Source: an optimization exercise on an open RTL-to-GDS flow (aim: small area). Production flows keep margins and buffers that such runs may drop. The RTL was checked by simulation tests, not by an equivalence proof against the original design. Power and IR drop assume default switching activity.

File: design.v
package pacman_pkg;
	typedef enum logic [4-1:0] {
		empty,
		wall,
		pill,
		pacman
	} tile_t;
	typedef struct packed {
		logic [5:0] x;
		logic [4:0] y;
	} coord_t;
	typedef union packed {
		logic [160-1:0] raw;
		tile_t [0:40-1] tiles;
	} maze_row_u;
	typedef struct packed {
		coord_t cur;
		coord_t tgt;
	} move_req_t;
	typedef struct packed {
		logic up;
		logic down;
		logic left;
		logic right;
	} dir_t;
endpackage
`timescale 1ns/100ps
module key_filter (
	input  logic             CLOCK_50,
	input  logic             game_reset,
	input  logic [3:0]       key,
	output pacman_pkg::dir_t dir
);
	logic [3:0] key_meta;
	logic [3:0] key_sync;
	logic [3:0] key_prev;
	logic [3:0] key_rise;
	assign key_rise = key_sync & ~key_prev;
	always_ff @(posedge CLOCK_50) begin
		if (game_reset) begin
			key_meta <= '0;
			key_sync <= '0;
			key_prev <= '0;
			dir <= '0;
		end else begin
			key_meta <= ~key;
			key_sync <= key_meta;
			key_prev <= key_sync;
			if (key_rise[3]) begin
				dir <= 4'b1000;
			end else if (key_rise[2]) begin
				dir <= 4'b0100;
			end else if (key_rise[1]) begin
				dir <= 4'b0010;
			end else if (key_rise[0]) begin
				dir <= 4'b0001;
			end
		end
	end
endmodule
`timescale 1ns/100ps
module move_timer #(
	parameter int TICKS = 16
) (
	input  logic CLOCK_50,
	input  logic game_reset,
	input  logic play,
	output logic step
);
	localparam int CW = $clog2(TICKS + 1);
	logic [CW-1:0] count;
	always_ff @(posedge CLOCK_50) begin
		if (game_reset || !play) begin
			count <= CW'(TICKS - 1);
			step <= 1'b0;
		end else if (count == '0) begin
			count <= CW'(TICKS - 1);
			step <= 1'b1;
		end else begin
			count <= count - 1'b1;
			step <= 1'b0;
		end
	end
endmodule
`timescale 1ns/100ps
module game_fsm (
	input  logic        CLOCK_50,
	input  logic        game_reset,
	input  logic        start,
	input  logic        fill_done,
	input  logic [10:0] pills_left,
	output logic        fill,
	output logic        play,
	output logic        won
);
	typedef enum logic [1:0] {
		st_fill,
		st_ready,
		st_play,
		st_won
	} state_t;
	state_t state;
	state_t next;
	always_comb begin
		next = state;
		case (state)
			st_fill: begin
				if (fill_done) begin
					next = st_ready;
				end
			end
			st_ready: begin
				if (start) begin
					next = st_play;
				end
			end
			st_play: begin
				if (pills_left == '0) begin
					next = st_won;
				end
			end
			default: next = st_won;
		endcase
	end
	always_ff @(posedge CLOCK_50) begin
		if (game_reset) begin
			state <= st_fill;
		end else begin
			state <= next;
		end
	end
	assign fill = (state == st_fill);
	assign play = (state == st_play);
	assign won = (state == st_won);
endmodule
`timescale 1ns/100ps
module maze_ram (
	input  logic                  CLOCK_50,
	input  logic [4:0]            addr_a,
	output pacman_pkg::maze_row_u q_a,
	input  logic [4:0]            addr_b,
	input  pacman_pkg::maze_row_u data_b,
	input  logic                  wren_b,
	output pacman_pkg::maze_row_u q_b
);
	logic [160-1:0] mem [0:30-1];
	always_ff @(posedge CLOCK_50) begin
		q_a.raw <= mem[addr_a];
	end
	always_ff @(posedge CLOCK_50) begin
		if (wren_b) begin
			mem[addr_b] <= data_b.raw;
		end
		q_b.raw <= mem[addr_b];
	end
endmodule
`timescale 1ns/100ps
module maze_writer (
	input  logic                  CLOCK_50,
	input  logic                  game_reset,
	input  logic                  fill,
	output logic                  fill_done,
	input  logic                  req_valid,
	input  pacman_pkg::move_req_t req,
	output logic                  done,
	output logic                  moved,
	output logic [10:0]           pills_left,
	output logic [4:0]            ram_addr,
	output pacman_pkg::maze_row_u ram_wdata,
	output logic                  ram_wren,
	input  pacman_pkg::maze_row_u ram_q
);
	typedef enum logic [2:0] {
		s_idle,
		s_check,
		s_rd_cur,
		s_wr_cur,
		s_finish
	} state_t;
	state_t state;
	pacman_pkg::move_req_t cur_req;
	logic [4:0] fill_row;
	logic filled;
	logic ate_pill;
	pacman_pkg::tile_t tgt_tile;
	function automatic pacman_pkg::maze_row_u fill_row_word(input logic [4:0] r);
		pacman_pkg::maze_row_u w;
		for (int c = 0; c < 40; c++) begin
			if (r == 5'd0 || r == 5'(30 - 1) || c == 0 || c == 40 - 1) begin
				w.tiles[c] = pacman_pkg::wall;
			end else if (r == 5'(15) && c == 20) begin
				w.tiles[c] = pacman_pkg::pacman;
			end else if (r == 5'(15)) begin
				w.tiles[c] = pacman_pkg::pill;
			end else begin
				w.tiles[c] = pacman_pkg::empty;
			end
		end
		fill_row_word = w;
	endfunction
	assign tgt_tile = ram_q.tiles[cur_req.tgt.x];
	always_comb begin
		ram_addr = cur_req.tgt.y;
		ram_wdata = ram_q;
		ram_wren = 1'b0;
		if (fill && !filled) begin
			ram_addr = fill_row;
			ram_wdata = fill_row_word(fill_row);
			ram_wren = 1'b1;
		end else begin
			case (state)
				s_idle: ram_addr = req.tgt.y;
				s_check: begin
					ram_wdata.tiles[cur_req.tgt.x] = pacman_pkg::pacman;
					ram_wren = (tgt_tile != pacman_pkg::wall);
				end
				s_rd_cur: ram_addr = cur_req.cur.y;
				s_wr_cur: begin
					ram_addr = cur_req.cur.y;
					ram_wdata.tiles[cur_req.cur.x] = pacman_pkg::empty;
					ram_wren = 1'b1;
				end
				default: ram_wren = 1'b0;
			endcase
		end
	end
	always_ff @(posedge CLOCK_50) begin
		if (state == s_idle && req_valid) begin
			cur_req <= req;
		end
	end
	always_ff @(posedge CLOCK_50) begin
		if (game_reset) begin
			state <= s_idle;
			fill_row <= '0;
			filled <= 1'b0;
			fill_done <= 1'b0;
			done <= 1'b0;
			moved <= 1'b0;
			ate_pill <= 1'b0;
			pills_left <= '0;
		end else begin
			fill_done <= 1'b0;
			done <= 1'b0;
			moved <= 1'b0;
			if (fill && !filled) begin
				fill_row <= fill_row + 5'd1;
				pills_left <= 11'(37);
				if (fill_row == 5'(30 - 1)) begin
					filled <= 1'b1;
					fill_done <= 1'b1;
				end
			end
			case (state)
				s_idle: begin
					if (req_valid) begin
						state <= s_check;
					end
				end
				s_check: begin
					ate_pill <= (tgt_tile == pacman_pkg::pill);
					if (tgt_tile == pacman_pkg::wall) begin
						done <= 1'b1;
						state <= s_idle;
					end else begin
						state <= s_rd_cur;
					end
				end
				s_rd_cur: state <= s_wr_cur;
				s_wr_cur: state <= s_finish;
				default: begin
					done <= 1'b1;
					moved <= 1'b1;
					if (ate_pill) begin
						pills_left <= pills_left - 11'd1;
					end
					state <= s_idle;
				end
			endcase
		end
	end
endmodule
`timescale 1ns/100ps
module pacman_mover (
	input  logic                  CLOCK_50,
	input  logic                  game_reset,
	input  pacman_pkg::dir_t      dir,
	input  logic                  step,
	output logic                  req_valid,
	output pacman_pkg::move_req_t req,
	input  logic                  done,
	input  logic                  moved,
	output pacman_pkg::coord_t    pac_pos
);
	pacman_pkg::coord_t target;
	logic any_dir;
	assign any_dir = (dir != '0);
	always_comb begin
		target = pac_pos;
		if (dir.up) begin
			target.y = pac_pos.y - 5'd1;
		end else if (dir.down) begin
			target.y = pac_pos.y + 5'd1;
		end else if (dir.left) begin
			target.x = pac_pos.x - 6'd1;
		end else if (dir.right) begin
			target.x = pac_pos.x + 6'd1;
		end
	end
	always_ff @(posedge CLOCK_50) begin
		if (step) begin
			req <= {pac_pos, target};
		end
	end
	always_ff @(posedge CLOCK_50) begin
		if (game_reset) begin
			req_valid <= 1'b0;
			pac_pos <= {6'(20), 5'(15)};
		end else begin
			req_valid <= step && any_dir;
			if (done && moved) begin
				pac_pos <= req.tgt;
			end
		end
	end
endmodule
`timescale 1ns/100ps
module pacman_game #(
	parameter int TICKS = 16
) (
	input  logic                  CLOCK_50,
	input  logic                  game_reset,
	input  logic [3:0]            key,
	input  logic                  start,
	input  logic [4:0]            row_addr,
	output pacman_pkg::maze_row_u row_data,
	output pacman_pkg::coord_t    pac_pos,
	output logic [10:0]           pills_left,
	output logic                  playing,
	output logic                  won
);
	pacman_pkg::dir_t dir;
	pacman_pkg::move_req_t req;
	pacman_pkg::maze_row_u ram_wdata;
	pacman_pkg::maze_row_u ram_q;
	logic [4:0] ram_addr;
	logic ram_wren;
	logic fill;
	logic fill_done;
	logic step;
	logic req_valid;
	logic done;
	logic moved;
	key_filter key_filter_i (.CLOCK_50(CLOCK_50), .game_reset(game_reset), .key(key), .dir(dir));
	move_timer #(.TICKS(TICKS)) move_timer_i (.CLOCK_50(CLOCK_50), .game_reset(game_reset),
		.play(playing), .step(step));
	game_fsm game_fsm_i (.CLOCK_50(CLOCK_50), .game_reset(game_reset), .start(start),
		.fill_done(fill_done), .pills_left(pills_left), .fill(fill), .play(playing),
		.won(won));
	maze_ram maze_ram_i (.CLOCK_50(CLOCK_50), .addr_a(row_addr), .q_a(row_data),
		.addr_b(ram_addr), .data_b(ram_wdata), .wren_b(ram_wren), .q_b(ram_q));
	maze_writer maze_writer_i (.CLOCK_50(CLOCK_50), .game_reset(game_reset), .fill(fill),
		.fill_done(fill_done), .req_valid(req_valid), .req(req), .done(done), .moved(moved),
		.pills_left(pills_left), .ram_addr(ram_addr), .ram_wdata(ram_wdata),
		.ram_wren(ram_wren), .ram_q(ram_q));
	pacman_mover pacman_mover_i (.CLOCK_50(CLOCK_50), .game_reset(game_reset), .dir(dir),
		.step(step), .req_valid(req_valid), .req(req), .done(done), .moved(moved),
		.pac_pos(pac_pos));
endmodule
File: run.sh
#!/bin/bash
# synth_recipe.tcl (not shown) runs the flow's synth.tcl, then flattens the netlist and writes it again
# the make line also repeats each setting of config.mk as NAME=value (left out here)
make -C /OpenROAD-flow-scripts/flow DESIGN_CONFIG=/design/flow/config.mk WORK_HOME=/design/flow/orfs CLKGATE_MAP_FILE= SYNTH_SCRIPT=/design/flow/synth_recipe.tcl finish
File: config.mk
export PLATFORM = sky130hd
export DESIGN_NAME = pacman_game
export DESIGN_NICKNAME = pacman_game
export VERILOG_FILES = /design/flow/design.v
export SDC_FILE = /design/flow/constraint.sdc
export NUM_CORES = 4
export LEC_CHECK = 0
export CAP_MARGIN = 20
export CORE_MARGIN = 2
export CORE_UTILIZATION = 40
export SLEW_MARGIN = 20
export SYNTH_MEMORY_MAX_BITS = 8192
File: constraint.sdc
create_clock -name core_clock -period 10.0 [get_ports {CLOCK_50}]
set_input_delay 2.0000 -clock core_clock [delete_from_list [all_inputs] [get_ports {CLOCK_50}]]
set_output_delay 2.0000 -clock core_clock [all_outputs]
set_load 0.01 [all_outputs]
==> run notes <==
The clock reaches the later pin of the worst-skew pair after 1150 ps. In the synthesized netlist, mux cells make up 21.8% of the area. The highest ir drop seen on vdd was 0.215 mV; the switching power share of the total was 25.6%.

End of the critical path: maze_ram_i.mem[5][17]$_DFFE_PP_. Subtracting the final worst setup slack from the clock period gives 6660 ps. The worst hold path begins at move_timer_i.count[0]$_SDFF_PP1_. The worst setup path is launched from a flop. The x dimension of the die came out at 780 um. The most critical setup path has its startpoint at maze_writer_i.cur_req[8]$_DFFE_PP_. The run gives 0 as the remaining number of nets flagged by the antenna check after routing. Share of final-layout standard cells stronger than drive strength 1: 19.0%. The tools report the via count of the first global-routing pass as 152k.

The analysis attributes to cell leakage a power of 88.8 nW. The fraction of registers with async set/reset was 0%. The layout has 51.4k filler cells. The most frequently used flop master after synthesis was sky130_fd_sc_hd__edfxtp_1. Along the worst path, the maximum fanout reaches 30. The number of cells on the worst reg-to-reg path is 15.

The tool flagged a number of max-cap violations equal to 0. Number of library cell types mapped by synthesis: 77. Leaving out fill and tap cells, the most frequent cell in the layout is sky130_fd_sc_hd__edfxtp_1.

For the worst setup path, the data required time is 10740 ps. The number of endpoints with negative hold slack in the final report is 0, and the post-synthesis share of cell area spent on xor and xnor gates is 0.106%. Fraction of power consumed by the clock network: 41.3%.

The dominant combinational cell family by area after synthesis is multiplexers. Clock tree synthesis inserted a total of 576 buffers. The net load switching power is 0.0133 W. The tools report the critical path capture point type as a flop.

The level count of the clock H-tree is 6, and the die height is 780 um. The endpoint arrival time on the critical path is 7390 ps, and the worst setup skew after layout is 78.5 ps. Entering global routing, the biggest net connects 160 pins. The longest clock path from root to sink contains 4 buffers.

The run gives 0.847 as the weighted congestion reported at the end of routability-driven placement. The instance count of the mapped netlist is 15.6k. The run finished with no timing, DRC or antenna violations. The clock transition at the registers of the reported paths was 60 ps. The tightest min-delay check is of the flop to flop type. After routing, the total negative slack on setup checks comes to 0 ps. In this run the power density over the cells is 191 nW/um2.

The library cells used most frequently in the layout, excluding fill and tap cells, are sky130_fd_sc_hd__edfxtp_1, sky130_fd_sc_hd__nand2_1, sky130_fd_sc_hd__mux2i_1. Counting every sink on the clock net gives 5224. Across all register-to-register paths, the minimum setup slack is 3340 ps. Summing the areas of all fa, ha and maj instances in the mapped netlist gives 0.182% of the synthesized area. Buffers added to address setup during post-CTS repair amount to 0. In this run the count of I/O pins placed on the die edge is 196. For this configuration, the core starts out at a cell density of 40.2%. The internal portion of the total power is 0.0388 W. TritonCTS built the clock tree. Total congestion overflow: 0.

For the first-iteration detailed-routing DRC count, the log shows 20.9k. The number of flops mapped to enable cells by yosys is 4844. For this run, the number of Yosys warnings is 6. The final cycle utilization of the critical path is 66.6%. The tools report the post-cts repair resize count as 0. The floorplan has 284 rows.

Using the TritonRoute via totals, the vias-per-cell ratio works out to 6.48. Post-synthesis compound-gate area fraction: 4.20%. Combinational logic burns 10.7% of the power. Setup violations remaining at the end of the flow were counted as 0. The detailed router placed 156k vias in this run. In the routed design, unresolved DRC markers number 0. The net count of the mapped netlist was 15.7k; the total half-perimeter wirelength after legalization and detailed placement was 438 mm. Once layout is complete, the cells apart from fillers number 24.1k.

For the core box area, the log shows 599000 um2. The synthesized netlist devotes 7.64% of its cell area to simple gates. The startpoint identified for the worst register-to-register timing path is maze_writer_i.cur_req[8]$_DFFE_PP_. Setup repair after global routing left no endpoint under its margin. For the die footprint, the log shows 608000 um2. CTS placed an instance of sky130_fd_sc_hd__clkbuf_16 at the clock tree root. Headroom to the max-slew limit came out at 4.82%. The run gives 150 MHz as the highest attainable clock frequency.

The share of total power dissipated in sequential elements is 47.9%. The run gives 27.3% as the overall track demand over capacity in global routing. The routed length per placed instance was 35.4 um. At the pin with the least slew margin, the transition time is 1430 ps. The cell area that synthesis handed to floorplanning was 241000 um2. The flop and latch count out of synthesis was 5224. The length of the first detailed-routing pass in iterations came out at 9.

Relative to the synthesized area, the layout overhead comes to 13.1%. The number of buffers inserted by port buffering is 195, and the initial antenna violation count is 60. The final routed wirelength across all metal layers was 853 mm.

The global-route wire length before repair was 1190 mm; the average footprint of a synthesized cell was 15.4 um2. After synthesis, flip-flops and latches occupy 63.6% of the total area. For the max-slew violation total from the final report, the log shows 0. The tools report the net total in the final layout as 15.6k. The number of buffers inserted by hold repair at cts came out at 0.

The number of placed instances, taps included, is 23.0k. The classification of the worst setup path is flop to flop. The endpoint identified for the worst register-to-register timing path is maze_ram_i.mem[5][17]$_DFFE_PP_.
[cell families (layout without fill, tap and decap cells)]
logic type / Yosys count / after routing
flip-flops: 5224 / 5224
other: 0 / 57
multiplexers: 3404 / 3404
XOR/XNOR: 29 / 29
AO/OA/AOI/OAI: 1315 / 1315
buffers and inverters: 1447 / 1849
adder cells (fa/ha/maj): 35 / 35
AND/OR/NAND/NOR: 4178 / 4178
[power groups by stage]
stage          Clock, W  Combinational (W)  Sequential [W]
2_1_floorplan         0            0.00348          0.0252
3_3_place_gp          0            0.00547          0.0254
3_5_place_dp          0            0.00550          0.0254
4_1_cts          0.0218            0.00552          0.0250
5_1_grt          0.0226            0.00587          0.0250
6_report         0.0215            0.00560          0.0250
[through the flow]
| step | hold WS (ps) | total power (W) | area (um2) | worst slack, ps | utilization (%) |
|---|---|---|---|---|---|
| CTS | 403 | 0.0523 | 272000 | 3320 | 45.4 |
| detailed placement | 389 | 0.0309 | 253000 | 3360 | 42.2 |
| floorplan | 372 | 0.0287 | 241000 | -4880 | - |
| finish | 399 | 0.0521 | 272000 | 3340 | 45.5 |
| global placement | 386 | 0.0309 | 253000 | 3340 | 42.2 |
| global route | 420 | 0.0535 | 272000 | 3100 | 45.5 |
[how the worst min path moves through the flow]
stage               slack, ps                             endpoint  depth (start not counted)
floorplan                 370     move_timer_i.count[0]$_SDFF_PP1_                          1
global placement          390     move_timer_i.count[0]$_SDFF_PP1_                          1
detailed placement        390     move_timer_i.count[0]$_SDFF_PP1_                          1
CTS                       400     move_timer_i.count[0]$_SDFF_PP1_                          1
global route              420  maze_writer_i.cur_req[14]$_DFFE_PP_                          0
finish                    400     move_timer_i.count[0]$_SDFF_PP1_                          1
[layer usage]
layer  vias up  routed length (um)  track usage [%]
li1      62300                   -                -
met1     81300              324000             36.8
met2     10300              387000             42.3
met3      2169               96200             6.24
met4        26               46400             12.7
met5         -                 166                0
[final cells by class]
cell class                      count  area (um2)  share of cell area, %
Antenna cell                       57         143                 0.0524
Clock buffer                      785       15800                   5.79
Clock inverter                    274        3440                   1.26
Inverter                          216         811                  0.298
Multi-Input combinational cell   8961       82800                   30.4
Sequential cell                  5224      153000                   56.2
Tap cell                         8008       10000                   3.68
Timing Repair Buffer              574        6200                   2.28
[worst max-delay path, cell delays in order, from the launching register on]
cell,delay (ps)
sky130_fd_sc_hd__edfxtp_1,520
sky130_fd_sc_hd__inv_1,150
sky130_fd_sc_hd__ha_1,380
sky130_fd_sc_hd__nor2_1,300
sky130_fd_sc_hd__nand2_1,300
sky130_fd_sc_hd__nor2_1,370
sky130_fd_sc_hd__nand2_1,120
sky130_fd_sc_hd__ha_1,360
sky130_fd_sc_hd__nand3_1,80
sky130_fd_sc_hd__or4_1,490
sky130_fd_sc_hd__a221oi_2,620
sky130_fd_sc_hd__nand4_1,490
sky130_fd_sc_hd__buf_4,410
sky130_fd_sc_hd__nor3_1,710
sky130_fd_sc_hd__nor2_1,120
sky130_fd_sc_hd__o21ai_2,830
[flip-flops by register name (all words and copies together), names as in the netlist]
register,flops
maze_ram_i.mem,4800
maze_ram_i.q_a,160
maze_ram_i.q_b,160
maze_writer_i.cur_req,22
pacman_mover_i.req,22
maze_writer_i.pills_left,11
pacman_mover_i.pac_pos,11
maze_writer_i.fill_row,5
move_timer_i.count,5
key_filter_i.dir,4
key_filter_i.key_meta,4
key_filter_i.key_prev,4
key_filter_i.key_sync,4
maze_writer_i.state,3
game_fsm_i.state,2
maze_writer_i.ate_pill,1
maze_writer_i.done,1
maze_writer_i.fill_done,1
maze_writer_i.filled,1
maze_writer_i.moved,1
move_timer_i.step,1
pacman_mover_i.req_valid,1
[Yosys cell counts (18+ instances only)]
cell	number	area [um2]
sky130_fd_sc_hd__nor2_1	208	781
sky130_fd_sc_hd__a221oi_1	95	832
sky130_fd_sc_hd__o21ai_0	208	1040
sky130_fd_sc_hd__edfxtp_1	4844	145000
sky130_fd_sc_hd__mux2_2	225	2530
sky130_fd_sc_hd__xnor2_1	18	158
sky130_fd_sc_hd__nor2b_1	27	169
sky130_fd_sc_hd__dfxtp_1	380	7610
sky130_fd_sc_hd__nand4_1	174	1090
sky130_fd_sc_hd__mux2i_1	1726	17300
sky130_fd_sc_hd__buf_2	286	1430
sky130_fd_sc_hd__buf_1	122	458
sky130_fd_sc_hd__a32oi_1	237	2080
sky130_fd_sc_hd__and2_1	73	457
sky130_fd_sc_hd__mux4_2	1453	32700
sky130_fd_sc_hd__nand2_1	2282	8570
sky130_fd_sc_hd__a311oi_1	193	1690
sky130_fd_sc_hd__a211oi_1	125	938
sky130_fd_sc_hd__nand3_1	1256	6290
sky130_fd_sc_hd__nor3_1	42	210
sky130_fd_sc_hd__ha_1	35	438
sky130_fd_sc_hd__and3_1	22	138
sky130_fd_sc_hd__a21oi_1	42	210
sky130_fd_sc_hd__inv_1	214	803
sky130_fd_sc_hd__a31oi_1	69	432
sky130_fd_sc_hd__a22oi_1	62	465
sky130_fd_sc_hd__clkbuf_1	812	3050
sky130_fd_sc_hd__a2111oi_0	197	1730

what the ideal ports hide:
No port has a modelled driver above. Below, the same layout with a new extraction and two added sets of constraints. Step 1 assumes that a clkbuf_16 drives the clock port and a buf_2 every other input. Step 2 times the ports against the registers' clock, not the clock port: input delays grow and output delays shrink by t, the midpoint of the rising clock arrivals with the driver on. Slacks: ideal ports / drivers / drivers and shift; pairs: ideal ports / drivers.
t, ns: 1.240
setup slack, ns: 3.345 / 3.345 / 3.345
worst setup path after step 2: register to register
worst slew at a driven data input, ns: 0.08
After both steps setup and hold are still met in this run. The setup slack of this run moves by 0.000 ns with the drivers and by 0.000 ns with both steps.
